Source: an optimization exercise on an open RTL-to-GDS flow (aim: small area and a short achievable clock period). Production flows keep margins and buffers that such runs may drop.
Function was checked by simulation only, so behaviour that the tests miss may differ from the original.
Power is estimated from default activity; no workload was simulated.

==> flow/design.v <==
package ram_mon_pkg;
   typedef enum logic [1:0] {
      WR_ADDR = 2'b00,
      WR_DATA = 2'b01,
      RD_ADDR = 2'b10,
      RD_DATA = 2'b11
   } cmd_e;
   localparam int CHK_RST_OUT       = 0;
   localparam int CHK_SPURIOUS_TX   = 1;
   localparam int CHK_MISSING_TX    = 2;
   localparam int CHK_WR_ORDER      = 3;
   localparam int CHK_RD_ORDER      = 4;
   localparam int CHK_DATA_MISMATCH = 5;
   localparam int N_CHK             = 6;
   typedef enum logic {W_IDLE, W_ARMED} wr_state_e;
   typedef enum logic {R_IDLE, R_ARMED} rd_state_e;
   localparam int TOK_DATA_W = 32;
   typedef struct packed {
      logic                  exp;    
      logic                  chk;    
      logic [TOK_DATA_W-1:0] data;
   } token_t;
endpackage
module ram_mon_shadow #(
   parameter int unsigned ADDR_WIDTH = 8,
   parameter int unsigned NPART      = 1,
   parameter int unsigned LO_W       = ADDR_WIDTH / 2,
   parameter int unsigned HI_W       = ADDR_WIDTH - LO_W
) (
   input  logic                          clk,
   input  logic                          rst,
   input  logic                          we,
   input  logic [ADDR_WIDTH-1:0]         waddr,
   input  logic [ADDR_WIDTH-1:0]         wdata,
   input  logic [(1<<HI_W)-1:0]          rhi,
   input  logic [(1<<LO_W)-1:0]          rlo,
   output logic [NPART*ADDR_WIDTH-1:0]   rpart,
   output logic [NPART-1:0]              vpart
);
   localparam int unsigned DEPTH = 1 << ADDR_WIDTH;
   localparam int unsigned GSIZE = DEPTH / NPART;
   logic [ADDR_WIDTH-1:0] mem [DEPTH];
   logic [DEPTH-1:0]      valid;
   logic [(1<<LO_W)-1:0] wlo;
   logic [(1<<HI_W)-1:0] whi;
   logic [DEPTH-1:0]     wsel, rsel;
   always_comb begin
      for (int i = 0; i < (1<<LO_W); i++) begin
         wlo[i] = (waddr[LO_W-1:0] == i);
      end
      for (int i = 0; i < (1<<HI_W); i++) begin
         whi[i] = we && (waddr[ADDR_WIDTH-1:LO_W] == i);
      end
      for (int j = 0; j < DEPTH; j++) begin
         wsel[j] = whi[j >> LO_W] && wlo[j % (1<<LO_W)];
         rsel[j] = rhi[j >> LO_W] && rlo[j % (1<<LO_W)];
      end
   end
   always_ff @(posedge clk) begin
      for (int j = 0; j < DEPTH; j++) begin
         if (wsel[j]) begin
            mem[j] <= wdata;
         end
      end
   end
   always_ff @(posedge clk) begin
      if (rst) begin
         valid <= '0;
      end else begin
         valid <= valid | wsel;
      end
   end
   always_comb begin
      rpart = '0;
      vpart = '0;
      for (int j = 0; j < DEPTH; j++) begin
         rpart[(j/GSIZE)*ADDR_WIDTH +: ADDR_WIDTH] =
            rpart[(j/GSIZE)*ADDR_WIDTH +: ADDR_WIDTH] | (mem[j] & {ADDR_WIDTH{rsel[j]}});
         vpart[j/GSIZE] = vpart[j/GSIZE] | (valid[j] & rsel[j]);
      end
   end
endmodule
module ram_proto_monitor #(
   parameter int unsigned ADDR_WIDTH = 8,
   parameter int unsigned RD_LATENCY = 1,
   parameter int unsigned CNT_WIDTH  = 16
) (
   input  logic                  clk,
   input  logic                  rst,
   input  logic                  rx_valid,
   input  logic [ADDR_WIDTH+1:0] din,
   input  logic                  tx_valid,
   input  logic [ADDR_WIDTH-1:0] dout,
   input  logic                  clr,
   output logic [ram_mon_pkg::N_CHK-1:0] err_sticky,
   output logic                  err_pulse,
   output logic [CNT_WIDTH-1:0]  err_count,
   output logic [CNT_WIDTH-1:0]  wr_count,
   output logic [CNT_WIDTH-1:0]  rd_count
);
   localparam int unsigned NPART = 8;
   localparam int unsigned TOK_W = 2 + NPART * (ADDR_WIDTH + 1);
   function automatic logic [CNT_WIDTH-1:0] sat_inc(input logic [CNT_WIDTH-1:0] v);
      for (int i = 0; i < CNT_WIDTH; i++) begin
         sat_inc[i] = (v[i] ^ (&(v | ~(((CNT_WIDTH)'(1) << i) - 1'b1)))) | (&v);
      end
   endfunction
   function automatic logic [CNT_WIDTH-1:0] next_count(input logic [CNT_WIDTH-1:0] v,
                                                       input logic inc, input logic clear);
      next_count = inc ? (clear ? (CNT_WIDTH)'(1) : sat_inc(v)) : (clear ? '0 : v);
   endfunction
   logic [1:0]            opcode;
   logic [ADDR_WIDTH-1:0] payload;
   logic                  wr_addr_cmd, wr_data_cmd, rd_addr_cmd, rd_data_cmd;
   logic                  wr_armed_q, rd_armed_q;
   localparam int unsigned LO_W = ADDR_WIDTH / 2;
   localparam int unsigned HI_W = ADDR_WIDTH - LO_W;
   logic [ADDR_WIDTH-1:0] waddr_q;
   logic [(1<<HI_W)-1:0]  rhi_q, rhi_d;
   logic [(1<<LO_W)-1:0]  rlo_q, rlo_d;
   logic                  rst_d;
   logic [RD_LATENCY*TOK_W-1:0] pipe_q;
   logic [TOK_W-1:0]            push_tok, head_tok;
   logic                        sh_we;
   logic [NPART*ADDR_WIDTH-1:0] sh_rpart;
   logic [NPART-1:0]            sh_vpart;
   logic                  head_exp, head_armed, head_valid;
   logic [ADDR_WIDTH-1:0] head_data;
   logic [ram_mon_pkg::N_CHK-1:0] fail;
   logic                          any_fail;
   assign opcode  = din[ADDR_WIDTH+1:ADDR_WIDTH];
   assign payload = din[ADDR_WIDTH-1:0];
   assign wr_addr_cmd = rx_valid && !rst && (opcode == ram_mon_pkg::WR_ADDR);
   assign wr_data_cmd = rx_valid && !rst && (opcode == ram_mon_pkg::WR_DATA);
   assign rd_addr_cmd = rx_valid && !rst && (opcode == ram_mon_pkg::RD_ADDR);
   assign rd_data_cmd = rx_valid && !rst && (opcode == ram_mon_pkg::RD_DATA);
   assign sh_we = wr_data_cmd && wr_armed_q;
   ram_mon_shadow #(
      .ADDR_WIDTH(ADDR_WIDTH),
      .NPART     (NPART)
   ) u_shadow (
      .clk    (clk),
      .rst    (rst),
      .we     (sh_we),
      .waddr  (waddr_q),
      .wdata  (payload),
      .rhi    (rhi_q),
      .rlo    (rlo_q),
      .rpart  (sh_rpart),
      .vpart  (sh_vpart)
   );
   always_comb begin
      for (int i = 0; i < (1<<HI_W); i++) rhi_d[i] = (payload[ADDR_WIDTH-1:LO_W] == i);
      for (int i = 0; i < (1<<LO_W); i++) rlo_d[i] = (payload[LO_W-1:0] == i);
   end
   assign push_tok = {sh_vpart, sh_rpart, rd_armed_q, rd_data_cmd};
   assign head_tok = pipe_q[(RD_LATENCY-1)*TOK_W +: TOK_W];
   always_comb begin
      head_exp   = head_tok[0];
      head_armed = head_tok[1];
      head_data  = '0;
      for (int p = 0; p < NPART; p++) begin
         head_data = head_data | head_tok[2 + p*ADDR_WIDTH +: ADDR_WIDTH];
      end
      head_valid = |head_tok[2 + NPART*ADDR_WIDTH +: NPART];
   end
   always_comb begin
      fail = '0;
      if (!rst) begin
         fail[ram_mon_pkg::CHK_RST_OUT]       = rst_d && (tx_valid || (dout != '0));
         fail[ram_mon_pkg::CHK_SPURIOUS_TX]   = tx_valid && !head_exp;
         fail[ram_mon_pkg::CHK_MISSING_TX]    = head_exp && !tx_valid;
         fail[ram_mon_pkg::CHK_WR_ORDER]      = wr_data_cmd && !wr_armed_q;
         fail[ram_mon_pkg::CHK_RD_ORDER]      = rd_data_cmd && !rd_armed_q;
         fail[ram_mon_pkg::CHK_DATA_MISMATCH] = head_exp && head_armed && head_valid &&
                                                tx_valid && (dout != head_data);
      end
      any_fail = |fail;
   end
   always_ff @(posedge clk) begin
      pipe_q[0 +: TOK_W] <= push_tok;
      for (int i = 1; i < RD_LATENCY; i++) begin
         pipe_q[i*TOK_W +: TOK_W] <= pipe_q[(i-1)*TOK_W +: TOK_W];
         if (rst) begin
            pipe_q[i*TOK_W] <= 1'b0;
         end
      end
   end
   always_ff @(posedge clk) begin
      rst_d <= rst;
      if (rst) begin
         wr_armed_q <= 1'b0;
         rd_armed_q <= 1'b0;
         waddr_q    <= '0;
         rhi_q      <= (1<<HI_W)'(1);
         rlo_q      <= (1<<LO_W)'(1);
         err_sticky <= '0;
         err_pulse  <= 1'b0;
         err_count  <= '0;
         wr_count   <= '0;
         rd_count   <= '0;
      end else begin
         if (wr_addr_cmd) begin
            waddr_q    <= payload;
            wr_armed_q <= 1'b1;
         end else if (wr_data_cmd) begin
            wr_armed_q <= 1'b0;
         end
         if (rd_addr_cmd) begin
            rhi_q      <= rhi_d;
            rlo_q      <= rlo_d;
            rd_armed_q <= 1'b1;
         end else if (rd_data_cmd) begin
            rd_armed_q <= 1'b0;
         end
         err_sticky <= (clr ? '0 : err_sticky) | fail;
         err_pulse  <= any_fail;
         err_count  <= next_count(err_count, any_fail, clr);
         wr_count   <= next_count(wr_count, wr_data_cmd, clr);
         rd_count   <= next_count(rd_count, rd_data_cmd, clr);
      end
   end
endmodule
clock: 5.0 ns
lec_check: 0
cap_margin: 20
core_margin: 2
core_utilization: 45
cts_cluster_diameter: 80
cts_cluster_size: 24
place_density: 0.75
setup_slack_margin: 2.75
slew_margin: 20
run.sh (not shown) runs the stock make flow with config.mk's settings and CLKGATE_MAP_FILE= SYNTH_SCRIPT=/design/flow/synth_recipe.tcl, a recipe that flattens the netlist after the stock synthesis.
The baseline finished with timing, DRC and antenna clean.
Then changed:
Settings changed: PLACE_DENSITY 0.75 to unset, SETUP_SLACK_MARGIN 2.75 to 2.85.
Outcome: The new run finished clean; total power came out higher by 1.7%; maximum frequency is higher by 4.8%; worst setup slack gets better by 0.11 ns; global-route usage is higher by 0.50 points; area after synthesis stays the same; design area increases by about 0.75%.
Then changed:
Settings changed: SETUP_SLACK_MARGIN 2.85 to 2.75.
=> Final area is lower by 1.4%. Worst setup slack gains 0.016 ns. Routed wire length shrinks by 1.3%.

-- afterwards: timing with drivers on the ports --
No port has a modelled driver above. Below, the same layouts with a new extraction and two added sets of constraints.
Step 1 sets driving cells, clkbuf_16 on the clock port and buf_2 on the other inputs (assumed; they add their load-dependent delay and slew).
Step 2 times the ports against the registers' clock, not the clock port: input delays grow and output delays shrink by t, the midpoint of the rising clock arrivals with the driver on.
Slacks: no drivers / after step 1 / after step 2; pairs: no drivers / after step 1.
run	shift t [ns]	slack for setup (ns)	worst setup path after step 2	worst register clock-pin slew, ns
the first run	0.892	2.585 / 2.480 / 1.588	input to register	0.11 / 0.11
the second run	0.903	2.695 / 2.606 / 1.724	input to register	0.10 / 0.10
the third run	0.891	2.711 / 2.626 / 1.807	input to register	0.10 / 0.10
After both steps setup and hold are still met in every run listed. For the first run, which loses most, drivers alone change the setup slack by -0.105 ns; drivers and shift together by -0.997 ns.
